From an optimization exercise on the open Yosys and OpenROAD flow, aimed at small area; shortcuts taken in it are not production practice. In this exercise RTL edits were held to simulation tests only and were not proved equivalent to the original. Power figures rest on the tool's default switching activity, not on a simulated workload.

$ cat design/flow/standard.sh
#!/bin/bash
# synth_recipe.tcl (not shown) runs the flow's synth.tcl, then flattens the netlist and writes it again
# the make line also repeats each setting of config.mk as NAME=value (left out here)
make -C /OpenROAD-flow-scripts/flow DESIGN_CONFIG=/design/flow/config.mk WORK_HOME=/design/flow/orfs CLKGATE_MAP_FILE= SYNTH_SCRIPT=/design/flow/synth_recipe.tcl "${@:-finish}"
$ cat design/flow/constraint.sdc
create_clock -name core_clock -period 4.0 [get_ports {clk}]
set_input_delay 0.8000 -clock core_clock [delete_from_list [all_inputs] [get_ports {clk}]]
set_output_delay 0.8000 -clock core_clock [all_outputs]
set_load 0.01 [all_outputs]
$ cat design/flow/flow/abc_logic.script
strash
&get -n
&st
&synch2
&if -m -K 6
&mfs
&st
&dch -f
&nf -R 1000
&put
topo
$ cat design/flow/flow/run.sh
#!/bin/bash
# The standard layout (standard.sh) with these changes:
# - synthesis maps the combinational logic with flow/abc_logic.script (flow/my_synth.tcl);
#   the registers are the standard synthesis's;
# - port buffers are the smallest buffer cell;
# - buffers that ABC inserted are removed before placement (repair_design rebuilds what is needed);
# - the clock tree uses clustered clkbuf_8 leaves and no dummy loads.
set -euo pipefail
work=$(pwd)
sed "s#SYNTH_SCRIPT=[^ ]*#SYNTH_SCRIPT=$work/flow/my_synth.tcl#" standard.sh > my_standard.sh
grep -q "SYNTH_SCRIPT=$work/flow/my_synth.tcl" my_standard.sh
bash my_standard.sh "BUFFER_PORTS_ARGS=-buffer_cell sky130_fd_sc_hd__buf_1" REMOVE_ABC_BUFFERS=1 \
  "CTS_ARGS=-sink_clustering_enable -repair_clock_nets -sink_clustering_size 16 -sink_clustering_max_diameter 40 -buf_list sky130_fd_sc_hd__clkbuf_8 -dont_use_dummy_load" \
  finish > run_standard.log 2>&1
$ cat design/flow/flow/my_synth.tcl
# The standard flow's synthesis (synth_recipe.tcl in the work folder), with one change: the ABC run that maps
# the combinational logic uses flow/abc_logic.script. Registers are mapped before ABC runs, so
# they are the same as in the standard synthesis.
set my_flow_dir [file dirname [file normalize [info script]]]
set my_abc_script [file join $my_flow_dir abc_logic.script]
proc abc {args} {
  set i [lsearch -exact $args -script]
  if { $i >= 0 } { lset args [expr { $i + 1 }] $::my_abc_script }
  yosys abc {*}$args
}
source [file join [file dirname $my_flow_dir] synth_recipe.tcl]
$ cat design/flow/design.v
module axis_lbus_seg_packer #(
  parameter int NSEG      = 4,
  parameter int SEG_BYTES = 16
) (
  input  logic                      clk,
  input  logic                      rst_n,
  input  logic [NSEG*128-1:0]       s_axis_tdata,
  input  logic [NSEG*SEG_BYTES-1:0] s_axis_tkeep,
  input  logic                      s_axis_tlast,
  input  logic                      s_axis_tvalid,
  output logic                      s_axis_tready,
  output logic [NSEG*128-1:0]       lbus_data,
  output logic [NSEG-1:0]           lbus_ena,
  output logic [NSEG-1:0]           lbus_sop,
  output logic [NSEG-1:0]           lbus_eop,
  output logic [NSEG-1:0]           lbus_err,
  output logic [NSEG*4-1:0]         lbus_mty,
  input  logic                      lbus_rdy
);
  localparam int PW = NSEG*128 + NSEG*4 + 2;   
  logic [NSEG-1:0]   cv_ena;
  logic [NSEG*4-1:0] cv_mty;
  logic              any_en, cv_err;
  logic tready_q, skid_v_q, in_pkt_q, bad_pkt_q, out_pkt_q;
  logic [PW-1:0] cv_pay, skid_q, out_q, m_pay;
  logic          out_eop_q, out_err_q;
  assign any_en = |s_axis_tkeep;
  always_comb begin : convert
    cv_ena = '0;
    cv_mty = '0;
    for (int s = 0; s < NSEG; s++) begin
      cv_ena[s] = |s_axis_tkeep[SEG_BYTES*s +: SEG_BYTES];
      for (int b = SEG_BYTES-1; b >= 0; b--) begin
        if (s_axis_tkeep[SEG_BYTES*s + b]) cv_mty[4*s +: 4] = 4'(b);
      end
    end
    if (!any_en) begin
      cv_ena[0]   = s_axis_tlast;
      cv_mty[3:0] = {4{s_axis_tlast}};
    end
  end
  logic viol;
  always_comb begin : keep_check
    logic below, above;
    logic [NSEG-1:0] en;
    viol  = 1'b0;
    below = 1'b0;
    for (int s = 0; s < NSEG; s++) en[s] = |s_axis_tkeep[SEG_BYTES*s +: SEG_BYTES];
    for (int s = 0; s < NSEG; s++) begin
      above = 1'b0;
      for (int t = 0; t < NSEG; t++) if (t > s) above = above | en[t];
      if (en[s]) begin
        if (|(s_axis_tkeep[SEG_BYTES*s +: SEG_BYTES-1] & ~s_axis_tkeep[SEG_BYTES*s+1 +: SEG_BYTES-1])) viol = 1'b1;
        if (!s_axis_tkeep[SEG_BYTES*s] && (above || !s_axis_tlast)) viol = 1'b1;
      end else begin
        if (below && above) viol = 1'b1;
        if (above && !below && in_pkt_q) viol = 1'b1;
        if (below && !above && !s_axis_tlast) viol = 1'b1;
      end
      below = below | en[s];
    end
  end
  assign cv_err = ~any_en | bad_pkt_q | viol;
  logic [NSEG-1:0] out_ena_q, skid_ena_q, m_ena;
  logic            out_v, adv, hold, push;
  logic            out_v2_q;   
  assign out_v = |out_ena_q;
  assign adv   = ~out_v | lbus_rdy;
  assign hold  = out_v2_q & ~lbus_rdy;
  assign push  = s_axis_tvalid & tready_q & (any_en | s_axis_tlast);
  assign m_ena = ({NSEG{s_axis_tvalid & tready_q}} & cv_ena) | ({NSEG{skid_v_q}} & skid_ena_q);
  always_ff @(posedge clk or negedge rst_n) begin
    if (!rst_n) begin
      out_ena_q <= '0;
      out_v2_q  <= 1'b0;
      skid_v_q  <= 1'b0;
      tready_q  <= 1'b0;
      in_pkt_q  <= 1'b0;
      bad_pkt_q <= 1'b0;
      out_pkt_q <= 1'b0;
    end else begin
      if (adv) out_ena_q <= m_ena;
      if (adv) out_v2_q  <= |m_ena;
      skid_v_q <= ~adv & (skid_v_q | push);
      tready_q <= ~(~adv & (skid_v_q | push));
      if (push) begin
        in_pkt_q  <= ~s_axis_tlast;
        bad_pkt_q <= ~s_axis_tlast & (bad_pkt_q | viol);
      end
      if (out_v & lbus_rdy) out_pkt_q <= ~out_eop_q;
    end
  end
  assign cv_pay = {cv_err, s_axis_tlast, cv_mty, s_axis_tdata};
  assign m_pay  = ({PW{tready_q}} & cv_pay) | ({PW{skid_v_q}} & skid_q);
  always_ff @(posedge clk) begin
    skid_ena_q <= m_ena;
    skid_q     <= m_pay;
    out_q      <= (m_pay & {PW{adv}}) | (out_q & {PW{hold}});
  end
  assign out_eop_q = out_q[PW-2];
  assign out_err_q = out_q[PW-1];
  logic [NSEG-1:0] lowest, highest;
  always_comb begin
    logic seen;
    seen = 1'b0;
    for (int s = 0; s < NSEG; s++) begin
      lowest[s] = out_ena_q[s] & ~seen;
      seen      = seen | out_ena_q[s];
    end
    seen = 1'b0;
    for (int s = NSEG-1; s >= 0; s--) begin
      highest[s] = out_ena_q[s] & ~seen;
      seen       = seen | out_ena_q[s];
    end
  end
  assign s_axis_tready = tready_q;
  assign lbus_data     = out_q[NSEG*128-1:0];
  assign lbus_mty      = out_q[NSEG*128 +: NSEG*4];
  assign lbus_ena      = out_ena_q;
  assign lbus_sop      = lowest & {NSEG{~out_pkt_q}};
  assign lbus_eop      = highest & {NSEG{out_eop_q}};
  assign lbus_err      = highest & {NSEG{out_eop_q & out_err_q}};
endmodule
$ cat design/flow/config.mk
export PLATFORM = sky130hd
export DESIGN_NAME = axis_lbus_seg_packer
export DESIGN_NICKNAME = axis_lbus_seg_packer
export VERILOG_FILES = /design/flow/design.v
export SDC_FILE = /design/flow/constraint.sdc
export NUM_CORES = 4
export LEC_CHECK = 0
export ABC_AREA = 1
export CAP_MARGIN = 20
export CORE_AREA = 4 4 636 136
export DIE_AREA = 0 0 640 140
export PLACE_DENSITY = 0.9
export SLEW_MARGIN = 20
==> qor.yml, run 1 <==
worstSetupEndpointType: "register"
die_height_um: 140
swShare: 0.332
synth-seq-area-share: 0.672
drt_first_iter_violations: 3542
post_layout_worst_setup_margin_ns: 0.936
setup_viol_count_final: 0
period_share: 0.766
utilization: 0.482
timing.fmax_ghz: 0.326
global_route.usage.total: 0.307
clkLatencyLatePin_ns: 0.71
cpLargestDelayFamily: "simple AND/OR/NAND/NOR gates"
placed_cells: 4723
vdd_drop_max_uv: 281
grt_util_met1: 0.454
synthesized_flop_and_latch_total: 1074
cell_internal_pwr_mw: 16.8
viasPerCell: 5.79
cts_buffers: 78
rsz0062_at_grt: "false"
comb_power_share: 0.239
timing_worst_slew_pin_value_ns: 0.911
power_density_nw_per_um2: 632
report.final.slew_viol_count: 0
row_count: 48
io_pins: 1126
post_cts_setup_repair_buffer_count: 0
worst-path-buf-inv: 1
path_max_fanout: 4
max_cap_viol_count: 0
synth_enable_flop_cells: 0
busiest_layer: "met1"
worst-endpoint-arrival_ns: 3.63
place_congestion: 1.05
final_cells: 4814
final_hold_violating_endpoints: 0
drc: 0
sequentialPowerShare: 0.552
cp_slowest_stage_delay_ns: 0.53
buffer_ports.inserted: 1125
crit_chain: "buf_1, nor4_1, nand3_1, nor3_1, nor2_1, nor4_1, nor2_1, or4_1, o21ai_0, nand2_1, a22o_1"
cts_repair_resize_count: 0
initial_core_util: 0.389
die_area_um2: 89600
first_pass_grt_wire_length_mm: 199
grt.overflow.total: 0
min_period_ns: 3.06
ctsHtreeMaxLevel: 3
cp-start-kind: "input pin"
clk_pin_slew_worst_paths_ns: 0.12
hpwlAfterDp_mm: 113
post-place-ws_ns: 0.301
clock_tree.buffer_depth: 3
clock_sink_count: 1074
gr-usage-met2: 0.447
status: "finished clean"
antenna_found_initial: 22
die-width_um: 640
post_synth_inst_count: 2393
ys_types: 37
p_sw_mw: 8.34
maxSlewHeadroom: 0.392
critical_path_required_ns: 4.57
grt_start_max_net_pins: 112
post_synth_instance_area_um2: 32100
tritoncts: "done"
mostFrequentLayoutCells: "buf_1, dfxtp_1, a22o_1"
grtUsageMet3: 0.0837
clock_power_share: 0.209
cts_hold_buf: 0
detail_route.first_pass.iterations: 6
static-leakage-power_nw: 15.9
nets: 4259
core-area_um2: 82500
grt_pass1_vias: 25200
syn_avg_cell_area_um2: 13.4
synth-warning-count: 1
drt.antenna.violating_nets: 0
hp-class: "input pin to async pin"
flow.area_growth_from_synthesis_pct: 23.9
post_route_cells_drive_above_1_share: 0.0441
critical_path.slowest_cell: "or4_1"
wire_per_inst_um: 30.2
layout_commonest_cell: "buf_1"
ws_path_type: "input pin to register"
cts_root_buf: "clkbuf_8"
route.final.wire_length_mm: 145
async_reset_ff_frac: 0.00931
fin_worst_skew_ns: 0.0897
num_vias: 27900
fin_setup_tns_ns: 0
synth_flop_cell: "dfxtp_1"
-- layout make-up --
cell class | instances | area [um^2]
antenna | 13 | 32.5
clock buffer | 78 | 1070
fill | 7559 | 42700
inverter | 13 | 48.8
multi-input combinational | 1306 | 10500
sequential | 1074 | 21600
tap | 1125 | 1410
timing repair buffer | 1205 | 5120
-- logic make-up (layout without fill, tap and decap cells) --
group	after synthesis	after routing	synth area share
buf+inv	13	1296	0.00152
other cells	0	13	0
compound gates	1131	1131	0.303
flops	1074	1074	0.672
simple gates	175	175	0.0237
-- per-layer routing --
layer,vias to the layer above,wire (um)
li1,12100,-
met1,14200,65800
met2,1344,62100
met3,231,14200
met4,10,2970
met5,-,72
-- power groups by stage --
stage,Combinational (mW),Sequential (mW),Clock (mW)
after global placement,5.80,14.0,0
after global routing,6.25,14.0,5.69
after detailed placement,5.86,14.0,0
final,6.00,13.9,5.24
after floorplan,3.01,14.5,0
after CTS,5.90,13.8,5.25
-- worst reg2reg max path, cell delays in order, from the launching register on --
cell	delay, ns
dfrtp_1	0.57
nor4_1	0.34
buf_4	0.19
or2_4	0.42
buf_12	0.45
a22o_1	0.40
-- registers in the layout, summed over array words and instances (netlist names) --
name,cells
bad_pkt_q,1
in_pkt_q,1
out_ena_q,4
out_pkt_q,1
out_q,530
out_v2_q,1
skid_ena_q,4
skid_q,530
skid_v_q,1
tready_q,1
-- synthesized netlist by cell type, types with 2 or more instances --
cell type / number / share of area
a22o_1: 1048 / 0.29
a21oi_1: 30 / 0.0047
nor3b_1: 2 / 0.00047
o21bai_1: 2 / 0.00047
and2_0: 5 / 0.00098
a32o_1: 4 / 0.0012
nor3_1: 8 / 0.0012
a21o_1: 3 / 0.00070
nor4_1: 12 / 0.0023
nor2_1: 88 / 0.010
o31ai_1: 6 / 0.0014
a21boi_0: 4 / 0.00094
and3_1: 3 / 0.00059
a31oi_1: 5 / 0.00098
nand3_1: 6 / 0.00094
dfrtp_1: 10 / 0.0078
o21ai_0: 18 / 0.0028
o311ai_0: 2 / 0.00055
clkinv_1: 13 / 0.0015
nor2b_1: 2 / 0.00039
nand2_1: 43 / 0.0050
dfxtp_1: 1064 / 0.66
-- path summary, 6_finish.rpt --
path | from | endpoint | slack, ns | cells after the start
setup / recovery | s_axis_tkeep[24] | out_q[529] | 0.94 | 11
hold / removal | rst_n | out_pkt_q | 0.11 | 1
setup reg to reg | out_ena_q[2] | out_q[508] | 1.58 | 5
hold reg to reg | skid_q[521] | skid_q[521] | 0.46 | 2
max in group asynchronous | rst_n | skid_v_q | 3.27 | 1
min in group core_clock | s_axis_tdata[381] | skid_q[381] | 0.32 | 2
-- stage by stage --
step                      total power, mW  area [um^2]  hold WS, ns
after global routing                 26.0        39700        0.113
after detailed placement             19.9        38600        0.434
final                                25.1        39700        0.113
after floorplan                      17.6        32100        0.417
after global placement               19.8        38600        0.431
after CTS                            24.9        39700       0.0492
==> run 2: changes to the inputs <==
--- a/design/flow/config.mk
+++ b/design/flow/config.mk
@@ -11,3 +11,3 @@
 export DIE_AREA = 0 0 640 140
-export PLACE_DENSITY = 0.9
+export PLACE_DENSITY = 0.75
 export SLEW_MARGIN = 20
==> qor.yml, run 2 <==
route.final.wire_length_mm: 134  # -8.0%
synth_flop_cell: "dfxtp_1"
ws_path_type: "input pin to register"
crit_chain: "buf_1, nor4_1, nand3_1, nor3_1, buf_4, nor2_1, nor4_1, nor2_1, or4_1, o21ai_0, nand2_1, a22o_1"
synthDominantAreaCellType: "dfxtp_1"
first_pass_grt_wire_length_mm: 186  # -6.6%
critical_path_required_ns: 4.58  # about the same
cts_hold_buf: 0  # unchanged
final_hold_violating_endpoints: 0  # unchanged
syn_avg_cell_area_um2: 13.4  # unchanged
post_synth_inst_count: 2393  # unchanged
fin_setup_tns_ns: 0  # unchanged
post_cts_setup_repair_buffer_count: 0  # unchanged
cts_repair_resize_count: 0  # unchanged
rsz0062_at_grt: "false"
timing.fmax_ghz: 0.330  # +1.0%
wire_per_inst_um: 27.9  # -7.4%
cts_root_buf: "clkbuf_8"
post_route_cells_drive_above_1_share: 0.0373  # -0.00681
global_route.usage.total: 0.282  # -0.0247
worstSetupEndpointType: "register"
clk_pin_slew_worst_paths_ns: 0.11  # about the same
max_cap_viol_count: 0  # unchanged
die_area_um2: 89600  # unchanged
timing_worst_slew_pin_value_ns: 0.942  # +0.0314 ns
grt_pass1_vias: 24800  # -1.4%
setup_viol_count_final: 0  # unchanged
layout_commonest_cell: "buf_1"
worst-endpoint-arrival_ns: 3.62  # about the same
antenna_found_initial: 12  # -45%
utilization: 0.478  # -0.00360
synthesized_flop_and_latch_total: 1074  # unchanged
vdd_drop_max_uv: 239  # -15%
post_synth_instance_area_um2: 32100  # unchanged
fill_cells: 7690  # +1.7%
cts_buffers: 77  # -1.3%
mostFrequentLayoutCells: "buf_1, dfxtp_1, a22o_1"
yosys.cell_count.top_type: "dfxtp_1"
status: "finished clean"
grt.overflow.total: 0  # unchanged
synth-seq-area-share: 0.672  # unchanged
static-leakage-power_nw: 15.8  # -0.99%
viasPerCell: 5.70  # -1.5%
layout_top_registers: "out_q (530), skid_q (530)"
detail_route.first_pass.iterations: 5  # -1
synth.top_cells.by_count: "dfxtp_1, a22o_1, nor2_1, nand2_1, a21oi_1"
grt_start_max_net_pins: 139  # +24%
clkLatencyLatePin_ns: 0.71  # about the same
num_vias: 27300  # -2.1%
synth_enable_flop_cells: 0  # unchanged
synth_largest_type_area_fraction: 0.664  # unchanged
async_reset_ff_frac: 0.00931  # unchanged
min_period_ns: 3.03  # -0.0307 ns
clock_sink_count: 1074  # unchanged
maxSlewHeadroom: 0.372  # -0.0197
buffer_ports.inserted: 1125  # unchanged
multiInputGateArea_um2: 10500  # unchanged
final-seq-area_um2: 21600  # unchanged
row_count: 48  # unchanged
worst_hold_slack_after_final_layout_ns: 0.0841  # -0.0285 ns
clock_tree.buffer_depth: 3  # unchanged
drc: 0  # unchanged
initial_core_util: 0.389  # unchanged
tritoncts: "done"
core-area_um2: 82500  # unchanged
io_pins: 1126  # unchanged
critical_path.slowest_cell: "nor4_1"
drt_first_iter_violations: 3217  # -9.2%
nets: 4233  # -0.61%
path_max_fanout: 4  # unchanged
report.final.slew_viol_count: 0  # unchanged
ctsHtreeMaxLevel: 3  # unchanged
place_congestion: 0.999  # -4.6%
synth-warning-count: 1  # unchanged
fin_worst_skew_ns: 0.0615  # -0.0282 ns
flow.area_growth_from_synthesis_pct: 23.0
die-width_um: 640  # unchanged
cp_slowest_stage_delay_ns: 0.63  # +0.10 ns
cp-start-kind: "input pin"
ys_types: 37  # unchanged
hpwlAfterDp_mm: 102  # -10%
hp-class: "input pin to async pin"
drt.antenna.violating_nets: 0  # unchanged
period_share: 0.758  # -0.00768
die_height_um: 140  # unchanged
power_density_nw_per_um2: 627  # -0.86%
ys_top_cells_by_area: "dfxtp_1, a22o_1, nor2_1"
==> run 2: cell counts after synthesis <==
No cell type changed its count.
==> run 2: worst paths after layout <==
kind                              startpoint     endpoint  slack (ns)  cells past startpoint
hold reg to reg                  skid_q[517]  skid_q[517]        0.46                      2
max in group asynchronous              rst_n     skid_v_q        3.46                      1
hold / removal                         rst_n     in_pkt_q        0.08                      1
setup / recovery            s_axis_tkeep[27]   out_q[529]        0.97                     12
min in group core_clock    s_axis_tdata[204]  skid_q[204]        0.33                      2
setup reg to reg                out_ena_q[3]    out_q[17]        1.56                      5
==> run 2: layout make-up <==
class / instances / area share
sequential: 1074 / 0.547
multi-input combinational: 1306 / 0.266
timing repair buffer: 1180 / 0.123
tap: 1125 / 0.0357
clock buffer: 77 / 0.0269
inverter: 13 / 0.00124
antenna: 10 / 0.000635
==> run 2: power by group <==
part | total (mW) | leakage [nW] | internal [mW] | switching (mW)
clock | 5.14 | 0.554 | 1.74 | 3.40
combinational | 5.76 | 6.16 | 2.20 | 3.57
sequential | 13.8 | 9.06 | 12.7 | 1.06
==> run 2: stage by stage <==
stage	area (um^2)	instances	total power, mW	setup WS [ns]
final	39400	4785	24.7	0.967
after global routing	39400	4782	25.7	0.853
after CTS	39400	4775	24.6	1.12
after detailed placement	38300	4698	19.6	0.359
after global placement	38300	4698	19.5	0.317
after floorplan	32100	2393	17.6	-15.88
==> run 2: cells by family after synthesis <==
group	synth area share
AOI/OAI and AO/OA	0.303
and+or+nand+nor	0.0237
buffers and inverters	0.00152
DFF	0.672
==> run 2: worst max-delay path, delay by kind of cell <==
family,cells,cell delay (ns)
compound gates,2,0.36
buf+inv,2,0.30
simple gates,8,2.14
==> run 2: metal layers <==
metal,GRT usage,wire (um),up-vias
met5,0,0,-
met4,0.0701,3400,0
met3,0.0641,11100,214
met2,0.415,58200,1191
met1,0.416,60900,13800
li1,-,-,12000
==> run 3: changes to the inputs <==
--- a/design/flow/flow/run.sh
+++ b/design/flow/flow/run.sh
@@ -12,3 +12,3 @@
 bash my_standard.sh "BUFFER_PORTS_ARGS=-buffer_cell sky130_fd_sc_hd__buf_1" REMOVE_ABC_BUFFERS=1 \
-  "CTS_ARGS=-sink_clustering_enable -repair_clock_nets -sink_clustering_size 16 -sink_clustering_max_diameter 40 -buf_list sky130_fd_sc_hd__clkbuf_8 -dont_use_dummy_load" \
+  "CTS_ARGS=-sink_clustering_enable -repair_clock_nets -sink_clustering_size 10 -sink_clustering_max_diameter 35 -buf_list sky130_fd_sc_hd__buf_4 -dont_use_dummy_load" \
   finish > run_standard.log 2>&1
==> qor.yml, run 3 <==
min_period_ns: 2.90  # -0.132 ns
buffer_ports.inserted: 1125  # unchanged
static-leakage-power_nw: 15.8  # +0.11%
nets: 4275  # +0.99%
io_pins: 1126  # unchanged
rsz0062_at_grt: "false"
yosys.cell_count.top_type: "dfxtp_1"
final-seq-area_um2: 21600  # unchanged
die-width_um: 640  # unchanged
hp-class: "input pin to register"
cts_repair_resize_count: 0  # unchanged
critical_path.slowest_cell: "nor4_1"
worstSetupEndpointType: "register"
place_congestion: 0.999  # unchanged
period_share: 0.725  # -0.0330
ys_top_cells_by_area: "dfxtp_1, a22o_1, nor2_1"
endpoint_of_the_most_critical_register_to_register_path: "out_q[17]"
post-place-ws_ns: 0.359  # unchanged
synthDominantAreaCellType: "dfxtp_1"
synthesized_flop_and_latch_total: 1074  # unchanged
post_layout_worst_setup_margin_ns: 1.10  # +0.132 ns
drc: 0  # unchanged
setup_viol_count_final: 0  # unchanged
drt.antenna.violating_nets: 0  # unchanged
max_cap_viol_count: 0  # unchanged
multiInputGateArea_um2: 10500  # unchanged
critical_path_required_ns: 4.71  # +0.13 ns
layout_commonest_cell: "buf_1"
drt_first_iter_violations: 3426  # +6.5%
report.final.slew_viol_count: 0  # unchanged
grt_pass1_vias: 25100  # +0.96%
synth-seq-area-share: 0.672  # unchanged
ys_types: 37  # unchanged
first_pass_grt_wire_length_mm: 187  # +0.56%
synth_flop_cell: "dfxtp_1"
post_synth_inst_count: 2393  # unchanged
clkLatencyLatePin_ns: 0.81  # +0.10 ns
maxSlewHeadroom: 0.363  # -0.00928
ctsHtreeMaxLevel: 3  # unchanged
num_vias: 27500  # +0.87%
synth.top_cells.by_count: "dfxtp_1, a22o_1, nor2_1, nand2_1, a21oi_1"
reg_to_reg_setup_timing_slack_ns: 1.54  # -0.02 ns
antenna_found_initial: 15  # +3
layout_top_registers: "out_q (530), skid_q (530)"
syn_avg_cell_area_um2: 13.4  # unchanged
fin_total_pwr_mw: 24.5  # -0.63%
cp-start-kind: "input pin"
path_max_fanout: 4  # unchanged
synth_largest_type_area_fraction: 0.664  # unchanged
die_height_um: 140  # unchanged
cts_root_buf: "buf_4"
hpwlAfterDp_mm: 102  # unchanged
cp_slowest_stage_delay_ns: 0.64  # about the same
synth_enable_flop_cells: 0  # unchanged
clk_pin_slew_worst_paths_ns: 0.12  # about the same
holdCritStartpoint: "s_axis_tdata[395]"
timing.hold.worst_endpoint: "skid_q[395]"
die_area_um2: 89600  # unchanged
power_density_nw_per_um2: 625  # -0.24%
row_count: 48  # unchanged
reg2regPathDepth: 5  # unchanged
post_synth_instance_area_um2: 32100  # unchanged
synth-warning-count: 1  # unchanged
timing_worst_slew_pin_value_ns: 0.956  # +0.0139 ns
core-area_um2: 82500  # unchanged
route.final.wire_length_mm: 134  # +0.47%
fin_setup_tns_ns: 0  # unchanged
status: "finished clean"
timing.fmax_ghz: 0.345  # +4.5%
fin_worst_skew_ns: 0.0874  # +0.0259 ns
clock_tree.buffer_depth: 3  # unchanged
holdPathStages: 2
viasPerCell: 5.70  # about the same
clock_sink_count: 1074  # unchanged
post_route_cells_drive_above_1_share: 0.0479  # +0.0107
vdd_drop_max_uv: 237  # -0.61%
global_route.usage.total: 0.283  # +0.00127
grt_start_max_net_pins: 139  # unchanged
final_hold_violating_endpoints: 0  # unchanged
async_reset_ff_frac: 0.00931  # unchanged
flow.area_growth_from_synthesis_pct: 22.5
regToRegStartpoint: "out_ena_q[3]"
mostFrequentLayoutCells: "buf_1, dfxtp_1, a22o_1"
initial_core_util: 0.389  # unchanged
worst_hold_slack_after_final_layout_ns: 0.204  # +0.120 ns
ws_path_type: "input pin to register"
wire_per_inst_um: 27.8  # -0.48%
cts_buffers: 118  # +53%
fill_cells: 7767  # +1.0%
tritoncts: "done"
grt.overflow.total: 0  # unchanged
crit_chain: "buf_1, nor4_1, nand3_1, nor3_1, buf_4, nor2_1, nor4_1, nor2_1, or4_1, o21ai_0, nand2_1, a22o_1"
detail_route.first_pass.iterations: 6  # +1
worst-endpoint-arrival_ns: 3.62  # about the same
-- run 3: how the worst max path moves through the flow --
stage / from / to / depth (start not counted)
after floorplan: lbus_rdy / out_q[0] / 2
after CTS: out_ena_q[3] / lbus_err[0] / 4
after detailed placement: s_axis_tkeep[27] / out_q[529] / 12
after global routing: out_ena_q[1] / lbus_sop[2] / 3
final: s_axis_tkeep[27] / out_q[529] / 12
after global placement: s_axis_tkeep[24] / out_q[529] / 12
-- run 3: final cells by class --
type	instances	area share
tap	1125	0.0359
multi-input combinational	1306	0.267
timing repair buffer	1181	0.124
sequential	1074	0.549
antenna	14	0.000892
inverter	13	0.00124
clock buffer	118	0.0226
-- run 3: routing by layer --
metal  track usage  vias to the layer above  share of wire
li1              -                    12100              -
met1         0.420                    13900           0.46
met2         0.413                     1264           0.43
met3        0.0657                      212          0.085
met4        0.0706                        6          0.024
met5             0                        -        0.00020
-- run 3: kinds of logic (layout without fill, tap and decap cells) --
group | after synthesis | count (layout) | share of synthesized area
AND/OR/NAND/NOR | 175 | 175 | 0.0237
other | 0 | 14 | 0
flip-flops | 1074 | 1074 | 0.672
AO/OA/AOI/OAI | 1131 | 1131 | 0.303
buffers and inverters | 13 | 1312 | 0.00152
-- run 3: worst max-delay path, delay by kind of cell --
kind	cells	cell delay (ns)
AO/OA/AOI/OAI	2	0.37
buffers and inverters	2	0.29
AND/OR/NAND/NOR	8	2.17
-- run 3: power by group --
part / internal, mW / switching, mW
Sequential: 12.7 / 1.06
Combinational: 2.20 / 3.57
Clock: 1.49 / 3.50
-- run 3: stage by stage --
step,cells,cell area (um^2),utilization
final,4831,39300,0.476
after global routing,4822,39200,0.476
after CTS,4817,39200,0.476
after detailed placement,4698,38300,0.465
after global placement,4698,38300,0.465
after floorplan,2393,32100,-
-- run 3: repair_timing --
item                                    in CTS  in global routing
buffers inserted                             0                  0
endpoints found under the setup margin       0                  0
hold endpoints to repair                    10                  0
hold buffers                                 1                  0
==> run 4: changes to the inputs <==
--- a/design/flow/flow/run.sh
+++ b/design/flow/flow/run.sh
@@ -12,3 +12,3 @@
 bash my_standard.sh "BUFFER_PORTS_ARGS=-buffer_cell sky130_fd_sc_hd__buf_1" REMOVE_ABC_BUFFERS=1 \
-  "CTS_ARGS=-sink_clustering_enable -repair_clock_nets -sink_clustering_size 10 -sink_clustering_max_diameter 35 -buf_list sky130_fd_sc_hd__buf_4 -dont_use_dummy_load" \
+  "CTS_ARGS=-sink_clustering_enable -repair_clock_nets -sink_clustering_size 14 -sink_clustering_max_diameter 40 -buf_list sky130_fd_sc_hd__buf_6 -dont_use_dummy_load" \
   finish > run_standard.log 2>&1
==> qor.yml, run 4 <==
worstSetupEndpointType: "register"
fill_cells: 7719  # -0.62%
placed_cells: 4698  # unchanged
row_count: 48  # unchanged
cp-start-kind: "input pin"
setup_viol_count_final: 0  # unchanged
mostFrequentLayoutCells: "buf_1, dfxtp_1, a22o_1"
final_cells: 4796  # -0.72%
utilization: 0.477  # +0.000819
num_vias: 27200  # -1.1%
ys_top_cells_by_area: "dfxtp_1, a22o_1, nor2_1"
cp_slowest_stage_delay_ns: 0.61  # -0.03 ns
first_pass_grt_wire_length_mm: 186  # -0.39%
cts_buffers: 86  # -27%
crit_chain: "buf_1, nor4_1, nand3_1, nor3_1, buf_4, nor2_1, nor4_1, nor2_1, or4_1, o21ai_0, nand2_1, a22o_1"
synth.top_cells.by_count: "dfxtp_1, a22o_1, nor2_1, nand2_1, a21oi_1"
core-area_um2: 82500  # unchanged
final_hold_violating_endpoints: 0  # unchanged
worst_hold_slack_after_final_layout_ns: 0.0940  # -0.110 ns
post_route_cells_drive_above_1_share: 0.0396  # -0.00831
maxSlewHeadroom: 0.358  # -0.00463
path_max_fanout: 4  # unchanged
worst-endpoint-arrival_ns: 3.57  # -0.05 ns
detail_route.first_pass.iterations: 6  # unchanged
io_pins: 1126  # unchanged
post_synth_inst_count: 2393  # unchanged
buffer_ports.inserted: 1125  # unchanged
fin_setup_tns_ns: 0  # unchanged
grt_pass1_vias: 24800  # -1.1%
synth-seq-area-share: 0.672  # unchanged
synth_flop_cell: "dfxtp_1"
regToRegStartpoint: "out_ena_q[2]"
tritoncts: "done"
status: "finished clean"
async_reset_ff_frac: 0.00931  # unchanged
hpwlAfterDp_mm: 102  # unchanged
critical_path.slowest_cell: "nor4_1"
cts_hold_buf: 0  # -1
synth-warning-count: 1  # unchanged
cpLargestDelayFamily: "simple AND/OR/NAND/NOR gates"
layout_top_registers: "out_q (530), skid_q (530)"
synthDominantAreaCellType: "dfxtp_1"
ys_types: 37  # unchanged
flow.area_growth_from_synthesis_pct: 22.7
fin_worst_skew_ns: 0.0654  # -0.0219 ns
reg2regPathDepth: 5  # unchanged
ws_path_type: "input pin to register"
cts_root_buf: "buf_6"
vdd_drop_max_uv: 313  # +32%
static-leakage-power_nw: 15.7  # -0.32%
clkLatencyLatePin_ns: 0.69  # -0.12 ns
clk_pin_slew_worst_paths_ns: 0.11  # about the same
critical_path_required_ns: 4.58  # -0.13 ns
power_density_nw_per_um2: 629  # +0.54%
cts_repair_resize_count: 0  # unchanged
drc: 0  # unchanged
synth_largest_type_area_fraction: 0.664  # unchanged
max_cap_viol_count: 0  # unchanged
drt.antenna.violating_nets: 0  # unchanged
synth_enable_flop_cells: 0  # unchanged
die_area_um2: 89600  # unchanged
grt_start_max_net_pins: 139  # unchanged
report.final.slew_viol_count: 0  # unchanged
fin_area_um2: 39300  # +0.17%
drt_first_iter_violations: 3263  # -4.8%
route.final.wire_length_mm: 134  # -0.32%
period_share: 0.748  # +0.0224
nets: 4242  # -0.77%
reg_to_reg_setup_timing_slack_ns: 1.57  # +0.03 ns
ctsHtreeMaxLevel: 3  # unchanged
min_period_ns: 2.99  # +0.0896 ns
syn_avg_cell_area_um2: 13.4  # unchanged
viasPerCell: 5.67  # -0.41%
clock_tree.buffer_depth: 3  # unchanged
layout_commonest_cell: "buf_1"
post_synth_instance_area_um2: 32100  # unchanged
place_congestion: 0.999  # unchanged
post-place-ws_ns: 0.359  # unchanged
post_layout_worst_setup_margin_ns: 1.01  # -0.0896 ns
timing_worst_slew_pin_value_ns: 0.963  # +0.00694 ns
synthesized_flop_and_latch_total: 1074  # unchanged
die-width_um: 640  # unchanged
hp-class: "input pin to async pin"
yosys.cell_count.top_type: "dfxtp_1"
clock_sink_count: 1074  # unchanged
antenna_found_initial: 9  # -6
fin_total_pwr_mw: 24.7  # +0.71%
timing.fmax_ghz: 0.334  # -3.0%
worst-path-buf-inv: 2  # unchanged
grt.overflow.total: 0  # unchanged
post_cts_setup_repair_buffer_count: 0  # unchanged
die_height_um: 140  # unchanged
global_route.usage.total: 0.283  # -0.000873
endpoint_of_the_most_critical_register_to_register_path: "out_q[142]"
initial_core_util: 0.389  # unchanged
rsz0062_at_grt: "false"
wire_per_inst_um: 27.9  # +0.41%
placed_cell_area_um2: 38300  # unchanged
==> run 4: layer usage <==
metal / share of wire / up-vias / track usage
li1: - / 12100 / -
met1: 0.46 / 13800 / 0.419
met5: 0 / - / 0
met2: 0.43 / 1140 / 0.414
met4: 0.026 / 0 / 0.0648
met3: 0.085 / 212 / 0.0666
==> run 4: layout make-up <==
class | instances | area, um^2 | area share
antenna | 12 | 30.0 | 0.000764
clock buffer | 86 | 968 | 0.0246
timing repair buffer | 1180 | 4850 | 0.123
multi-input combinational | 1306 | 10500 | 0.266
tap | 1125 | 1410 | 0.0358
inverter | 13 | 48.8 | 0.00124
sequential | 1074 | 21600 | 0.548
==> run 4: worst max path at each step <==
stage	endpoint	from	slack, ns	depth (start not counted)
global placement	out_q[529]	s_axis_tkeep[24]	0.32	12
floorplan	out_q[0]	lbus_rdy	-15.88	2
finish	out_q[529]	s_axis_tkeep[27]	1.01	12
detailed placement	out_q[529]	s_axis_tkeep[27]	0.36	12
CTS	out_q[529]	s_axis_tkeep[27]	1.10	12
global route	out_q[529]	s_axis_tkeep[27]	0.84	12
==> run 4: cell families (layout without fill, tap and decap cells) <==
| family | count (synthesis) | in the layout | share of synthesized area |
|---|---|---|---|
| AOI/OAI and AO/OA | 1131 | 1131 | 0.303 |
| buffers and inverters | 13 | 1279 | 0.00152 |
| DFF | 1074 | 1074 | 0.672 |
| other | 0 | 12 | 0 |
| and+or+nand+nor | 175 | 175 | 0.0237 |
==> run 4: report_power, final <==
part / switching (mW) / internal [mW] / leakage (nW) / total (mW)
clock: 3.50 / 1.66 / 0.520 / 5.17
sequential: 1.06 / 12.7 / 9.06 / 13.8
combinational: 3.56 / 2.20 / 6.16 / 5.75
total: 8.12 / 16.6 / 15.7 / 24.7
==> run 5: changes to the inputs <==
--- a/design/flow/flow/run.sh
+++ b/design/flow/flow/run.sh
@@ -12,3 +12,3 @@
 bash my_standard.sh "BUFFER_PORTS_ARGS=-buffer_cell sky130_fd_sc_hd__buf_1" REMOVE_ABC_BUFFERS=1 \
-  "CTS_ARGS=-sink_clustering_enable -repair_clock_nets -sink_clustering_size 14 -sink_clustering_max_diameter 40 -buf_list sky130_fd_sc_hd__buf_6 -dont_use_dummy_load" \
+  "CTS_ARGS=-sink_clustering_enable -repair_clock_nets -sink_clustering_size 16 -sink_clustering_max_diameter 40 -buf_list sky130_fd_sc_hd__buf_6 -dont_use_dummy_load" \
   finish > run_standard.log 2>&1
==> qor.yml, run 5 <==
status: "finished clean"
synth-warning-count: 1  # unchanged
fin_setup_tns_ns: 0  # unchanged
rsz0062_at_grt: "false"
report.final.slew_viol_count: 0  # unchanged
post_cts_setup_repair_buffer_count: 0  # unchanged
wire_per_inst_um: 27.9  # about the same
max_cap_viol_count: 0  # unchanged
cp-start-kind: "input pin"
ws_path_type: "input pin to register"
timing.fmax_ghz: 0.333  # -0.32%
final_hold_violating_endpoints: 0  # unchanged
first_pass_grt_wire_length_mm: 186  # -0.12%
worstSetupEndpointType: "register"
flow.area_growth_from_synthesis_pct: 22.4
post_synth_instance_area_um2: 32100  # unchanged
cts_hold_buf: 0  # unchanged
syn_avg_cell_area_um2: 13.4  # unchanged
swShare: 0.329  # +0.000660
cts_buffers: 77  # -10%
ctsHtreeMaxLevel: 3  # unchanged
comb_power_share: 0.235  # +0.002
placed_cell_area_um2: 38300  # unchanged
critical_path.slowest_cell: "nor4_1"
grt_pass1_vias: 24800  # -0.15%
synth_flop_cell: "dfxtp_1"
tritoncts: "done"
hp-class: "input pin to async pin"
clock_tree.buffer_depth: 3  # unchanged
synthesized_flop_and_latch_total: 1074  # unchanged
drt_first_iter_violations: 3106  # -4.8%
cts_repair_resize_count: 0  # unchanged
layout_top_registers: "out_q (530), skid_q (530)"
static-leakage-power_nw: 15.7  # -0.35%
clock_power_share: 0.202  # -0.007
place_congestion: 0.999  # unchanged
fin_area_um2: 39200  # -0.26%
vdd_drop_max_uv: 249  # -21%
critical_path_required_ns: 4.55  # -0.03 ns
crit_chain: "buf_1, nor4_1, nand3_1, nor3_1, buf_4, nor2_1, nor4_1, nor2_1, or4_1, o21ai_0, nand2_1, a22o_1"
grt.overflow.total: 0  # unchanged
clock_sink_count: 1074  # unchanged
yosys.cell_count.top_type: "dfxtp_1"
worst_hold_slack_after_final_layout_ns: 0.132  # +0.0382 ns
setup_viol_count_final: 0  # unchanged
cell_internal_pwr_mw: 16.4  # -1.0%
fin_total_pwr_mw: 24.5  # -0.92%
viasPerCell: 5.70  # +0.40%
synth_enable_flop_cells: 0  # unchanged
initial_core_util: 0.389  # unchanged
mostFrequentLayoutCells: "buf_1, dfxtp_1, a22o_1"
clkLatencyLatePin_ns: 0.69  # about the same
clk_pin_slew_worst_paths_ns: 0.11  # about the same
post_layout_worst_setup_margin_ns: 0.999  # -0.00967 ns
drc: 0  # unchanged
die-width_um: 640  # unchanged
power_density_nw_per_um2: 624  # -0.66%
io_pins: 1126  # unchanged
path_max_fanout: 4  # unchanged
ys_types: 37  # unchanged
buffer_ports.inserted: 1125  # unchanged
timing_worst_slew_pin_value_ns: 0.970  # +0.00759 ns
cp_slowest_stage_delay_ns: 0.61  # about the same
worst-endpoint-arrival_ns: 3.55  # -0.02 ns
layout_commonest_cell: "buf_1"
synth_largest_type_area_fraction: 0.664  # unchanged
die_area_um2: 89600  # unchanged
detail_route.first_pass.iterations: 6  # unchanged
nets: 4233  # -0.21%
antenna_found_initial: 11  # +2
synth.top_cells.by_count: "dfxtp_1, a22o_1, nor2_1, nand2_1, a21oi_1"
fin_worst_skew_ns: 0.0612  # -0.00426 ns
core-area_um2: 82500  # unchanged
async_reset_ff_frac: 0.00931  # unchanged
post_synth_inst_count: 2393  # unchanged
drt.antenna.violating_nets: 0  # unchanged
global_route.usage.total: 0.282  # -0.000412
post-place-ws_ns: 0.359  # unchanged
die_height_um: 140  # unchanged
cts_root_buf: "buf_6"
grt_start_max_net_pins: 139  # unchanged
hpwlAfterDp_mm: 102  # unchanged
row_count: 48  # unchanged
ys_top_cells_by_area: "dfxtp_1, a22o_1, nor2_1"
sequentialPowerShare: 0.563  # +0.005
p_sw_mw: 8.06  # -0.72%
route.final.wire_length_mm: 134  # -0.16%
period_share: 0.750  # +0.00242
post_route_cells_drive_above_1_share: 0.0373  # -0.00237
min_period_ns: 3.00  # +0.00967 ns
maxSlewHeadroom: 0.353  # -0.00506
num_vias: 27300  # +0.21%
synthDominantAreaCellType: "dfxtp_1"
synth-seq-area-share: 0.672  # unchanged
-- run 5: cell counts after synthesis --
No cell type changed its count.
-- run 5: stage by stage --
step	utilization	cells
floorplan	-	2393
global placement	0.465	4698
detailed placement	0.465	4698
CTS	0.475	4775
global route	0.476	4781
finish	0.476	4787
-- run 5: cell families (layout without fill, tap and decap cells) --
logic type	Yosys count	in the layout	synth area share
DFF	1074	1074	0.672
and+or+nand+nor	175	175	0.0237
buffers and inverters	13	1270	0.00152
other	0	12	0
AOI/OAI and AO/OA	1131	1131	0.303
-- run 5: critical path: cells and delay by family --
| kind | cells | cell delay, ns |
|---|---|---|
| AO/OA/AOI/OAI | 2 | 0.35 |
| buffers and inverters | 2 | 0.30 |
| AND/OR/NAND/NOR | 8 | 2.10 |
-- run 5: cell type report --
type | count | area, um^2
multi-input cells | 1306 | 10500
diodes | 12 | 30.0
fillers | 7739 | 43200
inverters | 13 | 48.8
flip-flops and latches | 1074 | 21600
clock buffers | 77 | 867
repair buffers | 1180 | 4850
well taps | 1125 | 1410
-- run 5: metal layers --
metal  track usage  routed length, um  vias up
met5             0                  0        -
met4        0.0662               3280        0
met1         0.415              60500    13800
li1              -                  -    12100
met3        0.0669              11600      208
met2         0.416              58200     1188
-- run 5: final timing paths --
check / startpoint / end / slack (ns) / cells past startpoint
setup / recovery: s_axis_tkeep[27] / out_q[529] / 1.0 / 12
hold / removal: rst_n / bad_pkt_q / 0.13 / 1
setup reg to reg: out_ena_q[3] / out_q[17] / 1.55 / 5
hold reg to reg: skid_q[517] / skid_q[517] / 0.47 / 2
max in group asynchronous: rst_n / tready_q / 3.40 / 1
min in group core_clock: s_axis_tdata[204] / skid_q[204] / 0.35 / 2
-- run 5: power by group through the flow --
stage	clock [mW]	combinational, mW	sequential (mW)
4_1_cts	4.98	5.70	13.7
3_3_place_gp	0	5.60	13.9
3_5_place_dp	0	5.65	14.0
5_1_grt	5.43	6.06	14.0
6_report	4.94	5.76	13.8
2_1_floorplan	0	3.01	14.5

## what the ideal ports hide
The flow's constraints put no driver on any port. The routed layouts listed below were extracted and timed again, unchanged, in two steps.
Step 1 sets driving cells, clkbuf_16 on the clock port and buf_2 on the other inputs (assumed; they add their load-dependent delay and slew).
Step 2, shift: input delay + t, output delay - t, t = (earliest + latest rising clock arrival at the registers) / 2. This alone moves slack from input paths to output paths.
Slacks: ideal / step 1 / step 2; pairs: ideal / step 1.
| run | shift t [ns] | slack for setup (ns) | worst hold slack (ns) | worst register clock-pin slew, ns |
|---|---|---|---|---|
| run 1 | 0.710 | 0.936 / 0.945 / 0.235 | 0.113 / 0.135 / 0.456 | 0.12 / 0.12 |
| run 2 | 0.717 | 0.967 / 0.935 / 0.218 | 0.084 / 0.134 / 0.464 | 0.11 / 0.11 |
| run 3 | 0.818 | 1.099 / 1.062 / 0.244 | 0.204 / 0.214 / 0.462 | 0.12 / 0.12 |
| run 4 | 0.693 | 1.009 / 0.985 / 0.292 | 0.094 / 0.131 / 0.463 | 0.12 / 0.12 |
| run 5 | 0.686 | 0.999 / 0.976 / 0.290 | 0.132 / 0.173 / 0.468 | 0.12 / 0.12 |
After both steps every run listed still meets setup and hold. For run 3, which loses most, drivers alone change the setup slack by -0.037 ns; drivers and shift together by -0.855 ns.
